This is an optimization exercise on Yosys and OpenROAD, whose aim is small area and a short achievable clock period, not a production implementation. Power is estimated from default activity; no workload was simulated.

==> inputs of v18 <==
Design qspi_mem_top, start of the top module:
module qspi_mem_top #(
    parameter int mem_depth = 256
) (
    input  logic    clk,
    input  logic    qspi_reset,
    input  logic    qspi_clk,
    input  logic    qspi_ncs,
    input  qspi_mem_pkg::nibble_t io_in,
    output qspi_mem_pkg::nibble_t io_out,
    output logic    io_oe
);
==> module qspi_mem_ctrl, before the edit <==
module qspi_mem_ctrl (
    input  logic                     clk,
    input  logic                     qspi_reset,
    input  logic                     rise,
    input  logic                     desel,
    input  qspi_mem_pkg::nibble_t    io_s,
    output qspi_mem_pkg::nibble_t    io_out,
    output logic                     io_oe,
    output logic                     mem_we,
    output logic [3:0]               mem_ring,
    output qspi_mem_pkg::data_byte_t mem_wdata,
    input  qspi_mem_pkg::data_byte_t mem_rdata
);
    logic [3:0] cnt;
    logic       wr;           
    logic       pend;         
    logic [3:0] phase;        
    logic [7:0] addr;
    qspi_mem_pkg::data_byte_t dbuf;
    qspi_mem_pkg::nibble_t    nib;
    qspi_mem_pkg::nibble_t    oq;
    logic       hit;
    logic even, c7, c_odd_rd, c12, c_odd_wr;
    assign even     = !cnt[0];
    assign c7       = cnt == 4'd7;
    assign c_odd_rd = cnt == 4'd11 || cnt == 4'd13;
    assign c12      = cnt == 4'd12;
    assign c_odd_wr = cnt[3] && cnt[0];
    assign hit       = pend && phase == addr[3:0];
    assign mem_we    = hit && wr;
    assign mem_ring  = addr[7:4];
    assign mem_wdata = dbuf;
    assign io_out    = oq;
    always_ff @(posedge clk or posedge qspi_reset) begin
        if (qspi_reset) begin
            cnt   <= 4'd0;
            io_oe <= 1'b0;
        end else if (desel) begin
            cnt   <= 4'd0;
            io_oe <= 1'b0;
        end else if (rise) begin
            cnt <= (cnt == 4'd13) ? 4'd12 : cnt + 4'd1;
            if (!wr && c_odd_rd) io_oe <= 1'b1;
        end
    end
    always_ff @(posedge clk) begin
        phase <= phase + 4'd1;
        if (rise && cnt == 4'd1) wr <= io_s[0];
        if (rise && c7) begin
            addr <= {nib, io_s};
        end else if (hit) begin
            addr <= addr + 8'd1;
        end
        if (rise && ((c7 && !wr) || (c_odd_rd && !wr) || (c_odd_wr && wr))) begin
            pend <= 1'b1;
        end else if (hit) begin
            pend <= 1'b0;
        end
        if (rise && wr && c_odd_wr) begin
            dbuf <= {nib, io_s};
        end else if (hit && !wr) begin
            dbuf <= mem_rdata;
        end
        if (rise && even && (wr || !cnt[3])) begin
            nib <= io_s;
        end else if (rise && !wr && c_odd_rd) begin
            nib <= dbuf[3:0];
        end
        if (rise && !wr && c_odd_rd) begin
            oq <= dbuf[7:4];
        end else if (rise && !wr && c12) begin
            oq <= nib;
        end
    end
endmodule
==> flow/config.mk <==
export PLATFORM = sky130hd
export DESIGN_NAME = qspi_mem_top
export DESIGN_NICKNAME = qspi_mem_top
export VERILOG_FILES = /design/flow/design.v
export SDC_FILE = /design/flow/constraint.sdc
export NUM_CORES = 4
export LEC_CHECK = 0
export CAP_MARGIN = 20
export CORE_MARGIN = 2
export CORE_UTILIZATION = 40
export SLEW_MARGIN = 20
==> flow/constraint.sdc <==
create_clock -name core_clock -period 4.0 [get_ports {clk}]
set_input_delay 0.8000 -clock core_clock [delete_from_list [all_inputs] [get_ports {clk}]]
set_output_delay 0.8000 -clock core_clock [all_outputs]
set_load 0.01 [all_outputs]
run.sh (not shown) runs the stock make flow with config.mk's settings and CLKGATE_MAP_FILE= SYNTH_SCRIPT=/design/flow/synth_recipe.tcl, a recipe that flattens the netlist after the stock synthesis.
==> inputs of v8, as changes to v18 <==
--- a/flow/design.v
+++ b/flow/design.v
@@ -69,33 +69,32 @@
     logic [7:0] addr;
     qspi_mem_pkg::data_byte_t dbuf;
     qspi_mem_pkg::nibble_t    nib;
-    qspi_mem_pkg::nibble_t    oq;
-    logic       hit;
-    logic even, c7, c_odd_rd, c12, c_odd_wr;
+    qspi_mem_pkg::nibble_t    hi;           
+    logic       hit;          
+    logic even, c7, c_odd_rd, c_odd_wr;
     assign even     = !cnt[0];
     assign c7       = cnt == 4'd7;
     assign c_odd_rd = cnt == 4'd11 || cnt == 4'd13;
-    assign c12      = cnt == 4'd12;
     assign c_odd_wr = cnt[3] && cnt[0];
-    assign hit       = pend && phase == addr[3:0];
     assign mem_we    = hit && wr;
     assign mem_ring  = addr[7:4];
     assign mem_wdata = dbuf;
-    assign io_out    = oq;
     always_ff @(posedge clk or posedge qspi_reset) begin
         if (qspi_reset) begin
-            cnt   <= 4'd0;
-            io_oe <= 1'b0;
+            cnt <= 4'd0;
         end else if (desel) begin
-            cnt   <= 4'd0;
-            io_oe <= 1'b0;
+            cnt <= 4'd0;
         end else if (rise) begin
             cnt <= (cnt == 4'd13) ? 4'd12 : cnt + 4'd1;
-            if (!wr && c_odd_rd) io_oe <= 1'b1;
         end
     end
     always_ff @(posedge clk) begin
+        io_oe  <= !wr && cnt[3] && cnt[2];
+        io_out <= cnt[0] ? nib : hi;
+    end
+    always_ff @(posedge clk) begin
         phase <= phase + 4'd1;
+        hit   <= pend && !hit && phase == addr[3:0];
         if (rise && cnt == 4'd1) wr <= io_s[0];
         if (rise && c7) begin
             addr <= {nib, io_s};
@@ -118,9 +117,7 @@
             nib <= dbuf[3:0];
         end
         if (rise && !wr && c_odd_rd) begin
-            oq <= dbuf[7:4];
-        end else if (rise && !wr && c12) begin
-            oq <= nib;
+            hi <= dbuf[7:4];
         end
     end
 endmodule
CORE_UTILIZATION = 65   (was 40)
PLACE_DENSITY = 0.75   (was unset)
SETUP_SLACK_MARGIN = 2.0   (was unset)
==> inputs of v10, as changes to v18 <==
--- a/flow/design.v
+++ b/flow/design.v
@@ -70,14 +70,13 @@
     qspi_mem_pkg::data_byte_t dbuf;
     qspi_mem_pkg::nibble_t    nib;
     qspi_mem_pkg::nibble_t    oq;
-    logic       hit;
+    logic       hit;          
     logic even, c7, c_odd_rd, c12, c_odd_wr;
     assign even     = !cnt[0];
     assign c7       = cnt == 4'd7;
     assign c_odd_rd = cnt == 4'd11 || cnt == 4'd13;
     assign c12      = cnt == 4'd12;
     assign c_odd_wr = cnt[3] && cnt[0];
-    assign hit       = pend && phase == addr[3:0];
     assign mem_we    = hit && wr;
     assign mem_ring  = addr[7:4];
     assign mem_wdata = dbuf;
@@ -96,6 +95,7 @@
     end
     always_ff @(posedge clk) begin
         phase <= phase + 4'd1;
+        hit   <= pend && !hit && phase == addr[3:0];
         if (rise && cnt == 4'd1) wr <= io_s[0];
         if (rise && c7) begin
             addr <= {nib, io_s};
SETUP_SLACK_MARGIN = 2.0   (was unset)
==> run notes <==
v18 ran to the end with no violations. v8 completed without violations. v10 completed with no timing, DRC or antenna violations. In v8 the die area is smaller than in v10, by 38%. Register-to-register slack: v18 < v10 < v8. Flip-flop and latch count: v10 is lower than v8 (4). Against v10, the non-clock buffer count of v18 is lower by 51. Cell area: v8 < v18 < v10. In sequential power, v10 and v8 hardly differ. In v18 the core utilization is lower than in v8, by 30 points. The lowest count of clock-buffer cells in the layout belongs to v10, the highest to v8. Against v8, the fmax of v10 is smaller by about 5.5%. Setup slack, highest first: v8, v10, v18. Critical path depth: v8 > v18 > v10.
No functional check of the RTL was part of any run of this note.

---

==> inputs of wip/violet <==
Another version of the RTL of qspi_mem_top (not shown whole).
==> module byte_ram, before the edit <==
module byte_ram (
    input  logic                     clk,
    input  logic                     we,        
    input  logic [15:0]              sel,       
    input  qspi_mem_pkg::data_byte_t wdata,
    output qspi_mem_pkg::data_byte_t rdata      
);
    logic [127:0] rings [16];
    qspi_mem_pkg::data_byte_t tails [16];
    for (genvar r = 0; r < 16; r++) begin : g_ring
        assign tails[r] = rings[r][127:120];
        always_ff @(posedge clk) begin
            rings[r] <= {rings[r][119:0], (we && sel[r]) ? wdata : tails[r]};
        end
    end
    always_comb begin
        rdata = '0;
        for (int r = 0; r < 16; r++) begin
            rdata = rdata | (tails[r] & {8{sel[r]}});
        end
    end
endmodule
==> module qspi_mem_ctrl, before the edit <==
module qspi_mem_ctrl (
    input  logic                     clk,
    input  logic                     qspi_reset,
    input  logic                     rise,
    input  logic                     desel,
    input  qspi_mem_pkg::nibble_t    io_s,
    output qspi_mem_pkg::nibble_t    io_out,
    output logic                     io_oe,
    output logic                     mem_we,
    output logic [15:0]              mem_sel,
    output qspi_mem_pkg::data_byte_t mem_wdata,
    input  qspi_mem_pkg::data_byte_t mem_rdata
);
    logic [3:0] cnt;
    logic       wr;           
    logic       pend;         
    logic [3:0] phase;        
    logic [7:0] addr;
    qspi_mem_pkg::data_byte_t dbuf;
    qspi_mem_pkg::nibble_t    nib;
    qspi_mem_pkg::nibble_t    hi;           
    logic       hit_w;        
    logic       hit_r;        
    logic       hit;
    logic even, c7, c_odd_rd, c_odd_wr;
    assign even     = !cnt[0];
    assign c7       = cnt == 4'd7;
    assign c_odd_rd = cnt == 4'd11 || cnt == 4'd13;
    assign c_odd_wr = cnt[3] && cnt[0];
    assign hit       = hit_w || hit_r;
    assign mem_we    = hit_w;
    assign mem_wdata = dbuf;
    always_ff @(posedge clk or posedge qspi_reset) begin
        if (qspi_reset) begin
            cnt <= 4'd0;
        end else if (desel) begin
            cnt <= 4'd0;
        end else if (rise) begin
            cnt <= (cnt == 4'd13) ? 4'd12 : cnt + 4'd1;
        end
    end
    always_ff @(posedge clk) begin
        io_oe  <= !wr && cnt[3] && cnt[2];
        io_out <= cnt[0] ? nib : hi;
    end
    always_ff @(posedge clk) begin
        phase <= phase + 4'd1;
        hit_w   <= pend && wr && phase == addr[3:0];
        hit_r   <= pend && !wr && phase == addr[3:0];
        mem_sel <= 16'd1 << addr[7:4];     
        if (rise && cnt == 4'd1) wr <= io_s[0];
        if (rise && c7) begin
            addr <= {nib, io_s};
        end else if (hit) begin
            addr <= addr + 8'd1;
        end
        if (rise && ((c7 && !wr) || (c_odd_rd && !wr) || (c_odd_wr && wr))) begin
            pend <= 1'b1;
        end else if (hit) begin
            pend <= 1'b0;
        end
        if (rise && wr && c_odd_wr) begin
            dbuf <= {nib, io_s};
        end else if (hit_r) begin
            dbuf <= mem_rdata;
        end
        if (rise && even && (wr || !cnt[3])) begin
            nib <= io_s;
        end else if (rise && !wr && c_odd_rd) begin
            nib <= dbuf[3:0];
        end
        if (rise && !wr && c_odd_rd) begin
            hi <= dbuf[7:4];
        end
    end
endmodule
==> module qspi_mem_top, before the edit <==
module qspi_mem_top #(
    parameter int mem_depth = 256
) (
    input  logic    clk,
    input  logic    qspi_reset,
    input  logic    qspi_clk,
    input  logic    qspi_ncs,
    input  qspi_mem_pkg::nibble_t io_in,
    output qspi_mem_pkg::nibble_t io_out,
    output logic    io_oe
);
    logic                     rise;
    logic                     desel;
    qspi_mem_pkg::nibble_t    io_s;
    logic                     mem_we;
    logic [15:0]              mem_sel;
    qspi_mem_pkg::data_byte_t mem_wdata;
    qspi_mem_pkg::data_byte_t mem_rdata;
    qspi_phy phy_i (
        .clk        (clk),
        .qspi_reset (qspi_reset),
        .qspi_clk   (qspi_clk),
        .qspi_ncs   (qspi_ncs),
        .io_in      (io_in),
        .rise       (rise),
        .desel      (desel),
        .io_s       (io_s)
    );
    qspi_mem_ctrl ctrl_i (
        .clk        (clk),
        .qspi_reset (qspi_reset),
        .rise       (rise),
        .desel      (desel),
        .io_s       (io_s),
        .io_out     (io_out),
        .io_oe      (io_oe),
        .mem_we     (mem_we),
        .mem_sel    (mem_sel),
        .mem_wdata  (mem_wdata),
        .mem_rdata  (mem_rdata)
    );
    byte_ram ram_i (
        .clk   (clk),
        .we    (mem_we),
        .sel   (mem_sel),
        .wdata (mem_wdata),
        .rdata (mem_rdata)
    );
endmodule
make LEC_CHECK=0 ABC_AREA=1 CAP_MARGIN=20 CORE_MARGIN=2 CORE_UTILIZATION=65 CTS_CLUSTER_DIAMETER=120 CTS_CLUSTER_SIZE=30 PLACE_DENSITY=0.75 SETUP_SLACK_MARGIN=2.0 SLEW_MARGIN=20 finish   # period 4.0 ns
==> wip/tundra: changes against wip/violet <==
--- a/flow/design.v
+++ b/flow/design.v
@@ -6,5 +6,5 @@
     input  logic                     clk,
     input  logic                     we,        
-    input  logic [15:0]              sel,       
+    input  logic [3:0]               ring,
     input  qspi_mem_pkg::data_byte_t wdata,
     output qspi_mem_pkg::data_byte_t rdata      
@@ -15,13 +15,9 @@
         assign tails[r] = rings[r][127:120];
         always_ff @(posedge clk) begin
-            rings[r] <= {rings[r][119:0], (we && sel[r]) ? wdata : tails[r]};
+            rings[r] <= {rings[r][119:0],
+                         (we && ring == 4'(r)) ? wdata : rings[r][127:120]};
         end
     end
-    always_comb begin
-        rdata = '0;
-        for (int r = 0; r < 16; r++) begin
-            rdata = rdata | (tails[r] & {8{sel[r]}});
-        end
-    end
+    assign rdata = tails[ring];
 endmodule
 module qspi_phy (
@@ -63,5 +59,5 @@
     output logic                     io_oe,
     output logic                     mem_we,
-    output logic [15:0]              mem_sel,
+    output logic [3:0]               mem_ring,
     output qspi_mem_pkg::data_byte_t mem_wdata,
     input  qspi_mem_pkg::data_byte_t mem_rdata
@@ -74,34 +70,31 @@
     qspi_mem_pkg::data_byte_t dbuf;
     qspi_mem_pkg::nibble_t    nib;
-    qspi_mem_pkg::nibble_t    hi;           
-    logic       hit_w;        
-    logic       hit_r;        
-    logic       hit;
-    logic even, c7, c_odd_rd, c_odd_wr;
+    qspi_mem_pkg::nibble_t    oq;
+    logic       hit;          
+    logic even, c7, c_odd_rd, c12, c_odd_wr;
     assign even     = !cnt[0];
     assign c7       = cnt == 4'd7;
     assign c_odd_rd = cnt == 4'd11 || cnt == 4'd13;
+    assign c12      = cnt == 4'd12;
     assign c_odd_wr = cnt[3] && cnt[0];
-    assign hit       = hit_w || hit_r;
-    assign mem_we    = hit_w;
+    assign mem_we    = hit && wr;
+    assign mem_ring  = addr[7:4];
     assign mem_wdata = dbuf;
+    assign io_out    = oq;
     always_ff @(posedge clk or posedge qspi_reset) begin
         if (qspi_reset) begin
-            cnt <= 4'd0;
+            cnt   <= 4'd0;
+            io_oe <= 1'b0;
         end else if (desel) begin
-            cnt <= 4'd0;
+            cnt   <= 4'd0;
+            io_oe <= 1'b0;
         end else if (rise) begin
             cnt <= (cnt == 4'd13) ? 4'd12 : cnt + 4'd1;
+            if (!wr && c_odd_rd) io_oe <= 1'b1;
         end
     end
     always_ff @(posedge clk) begin
-        io_oe  <= !wr && cnt[3] && cnt[2];
-        io_out <= cnt[0] ? nib : hi;
-    end
-    always_ff @(posedge clk) begin
         phase <= phase + 4'd1;
-        hit_w   <= pend && wr && phase == addr[3:0];
-        hit_r   <= pend && !wr && phase == addr[3:0];
-        mem_sel <= 16'd1 << addr[7:4];     
+        hit   <= pend && !hit && phase == addr[3:0];
         if (rise && cnt == 4'd1) wr <= io_s[0];
         if (rise && c7) begin
@@ -117,5 +110,5 @@
         if (rise && wr && c_odd_wr) begin
             dbuf <= {nib, io_s};
-        end else if (hit_r) begin
+        end else if (hit && !wr) begin
             dbuf <= mem_rdata;
         end
@@ -126,5 +119,7 @@
         end
         if (rise && !wr && c_odd_rd) begin
-            hi <= dbuf[7:4];
+            oq <= dbuf[7:4];
+        end else if (rise && !wr && c12) begin
+            oq <= nib;
         end
     end
@@ -145,5 +140,5 @@
     qspi_mem_pkg::nibble_t    io_s;
     logic                     mem_we;
-    logic [15:0]              mem_sel;
+    logic [3:0]               mem_ring;
     qspi_mem_pkg::data_byte_t mem_wdata;
     qspi_mem_pkg::data_byte_t mem_rdata;
@@ -167,5 +162,5 @@
         .io_oe      (io_oe),
         .mem_we     (mem_we),
-        .mem_sel    (mem_sel),
+        .mem_ring   (mem_ring),
         .mem_wdata  (mem_wdata),
         .mem_rdata  (mem_rdata)
@@ -174,5 +169,5 @@
         .clk   (clk),
         .we    (mem_we),
-        .sel   (mem_sel),
+        .ring  (mem_ring),
         .wdata (mem_wdata),
         .rdata (mem_rdata)
Settings changed: ABC_AREA 1 to default, CTS_CLUSTER_DIAMETER 120 to default, CTS_CLUSTER_SIZE 30 to default.
==> comparison <==
- Of wip/tundra and wip/violet, wip/tundra has the higher utilization (gap 7.1 points).
- Of wip/tundra and wip/violet, wip/violet has the higher setup slack (gap 260 ps).
- Against wip/tundra, the clock skew of wip/violet is lower by 36 ps.
- Against wip/tundra, the critical path depth of wip/violet is higher by 4.
- In wip/tundra the total power is higher than in wip/violet, by about 26%.
- Between wip/tundra and wip/violet, the lower register-to-register slack is in wip/tundra (gap 110 ps).
- In wip/violet the non-clock buffer count is lower than in wip/tundra, by 72.
- Sequential power is about the same in wip/violet and wip/tundra.
- Between wip/violet and wip/tundra, the lower clock-buffer cell count is in wip/violet (gap 165).
==> figures <==
Min-Delay Startpoint: wip/violet ram_i.rings[3][32]; wip/tundra ram_i.rings[2][54]
Worst setup skew after layout: wip/violet 23.5 ps; wip/tundra 59.4 ps
Multiplexer share of the synthesized area: wip/violet 0; wip/tundra 0.0399
Arithmetic-cell share of the synthesized area counting full adders, half adders and majority gates: wip/violet 0.00108; wip/tundra 0.000546
Post-synthesis compound-gate area fraction: wip/violet 0.0163; wip/tundra 0.0120
Overall power of the completed layout: wip/violet 30.7 mW; wip/tundra 38.6 mW
Max-Slew Margin vs Limit: wip/violet 0.263; wip/tundra 0.224
Met2 Usage GRT: wip/violet 0.322; wip/tundra 0.416
Seq/total area: wip/violet 0.867; wip/tundra 0.782
Fin area: wip/violet 49,300 um2; wip/tundra 54,100 um2
Final core occ: wip/violet 0.702; wip/tundra 0.773
Critical path endpoint: wip/violet ctrl_i.addr[0]; wip/tundra io_out[0]
Highest metal layer with signal wires: wip/violet met4; wip/tundra met5
Syn_nets: wip/violet 2,873; wip/tundra 2,562
Result of the run: wip/violet finished clean; wip/tundra finished clean
Fraction of layout cells with a size suffix above 1: wip/violet 0.0455; wip/tundra 0.191
Per-cell routed wire length: wip/violet 18.5 um; wip/tundra 23.4 um
Total vias in the final route: wip/violet 18,171; wip/tundra 18,518
Number of global-route vias before repair: wip/violet 18,598; wip/tundra 20,295
Function was not checked in any run of this note: the RTL went through the layout flow alone.

re-timing with driven ports:
The results above use ideal ports. As a check the final layouts listed here were re-extracted and re-timed, cells and wires unchanged. Step 1 sets driving cells, clkbuf_16 on the clock port and buf_2 on the other inputs (assumed; they add their load-dependent delay and slew). Step 2 times the ports against the registers' clock, not the clock port: input delays grow and output delays shrink by t, the midpoint of the rising clock arrivals with the driver on. Three values: ideal, step 1, step 2; two values: the first two.
run | shift t [ns] | setup WS [ns] | worst setup path after step 2
v18 | 0.812 | 1.128 / 1.128 / 1.128 | register to register
v8 | 0.795 | 1.942 / 1.933 / 1.942 | register to register
v10 | 0.802 | 1.823 / 1.757 / 1.851 | register to register
wip/violet | 0.724 | 2.069 / 2.040 / 2.069 | register to register
wip/tundra | 0.823 | 1.808 / 1.742 / 1.960 | register to register
After both steps setup and hold are still met in every run listed.
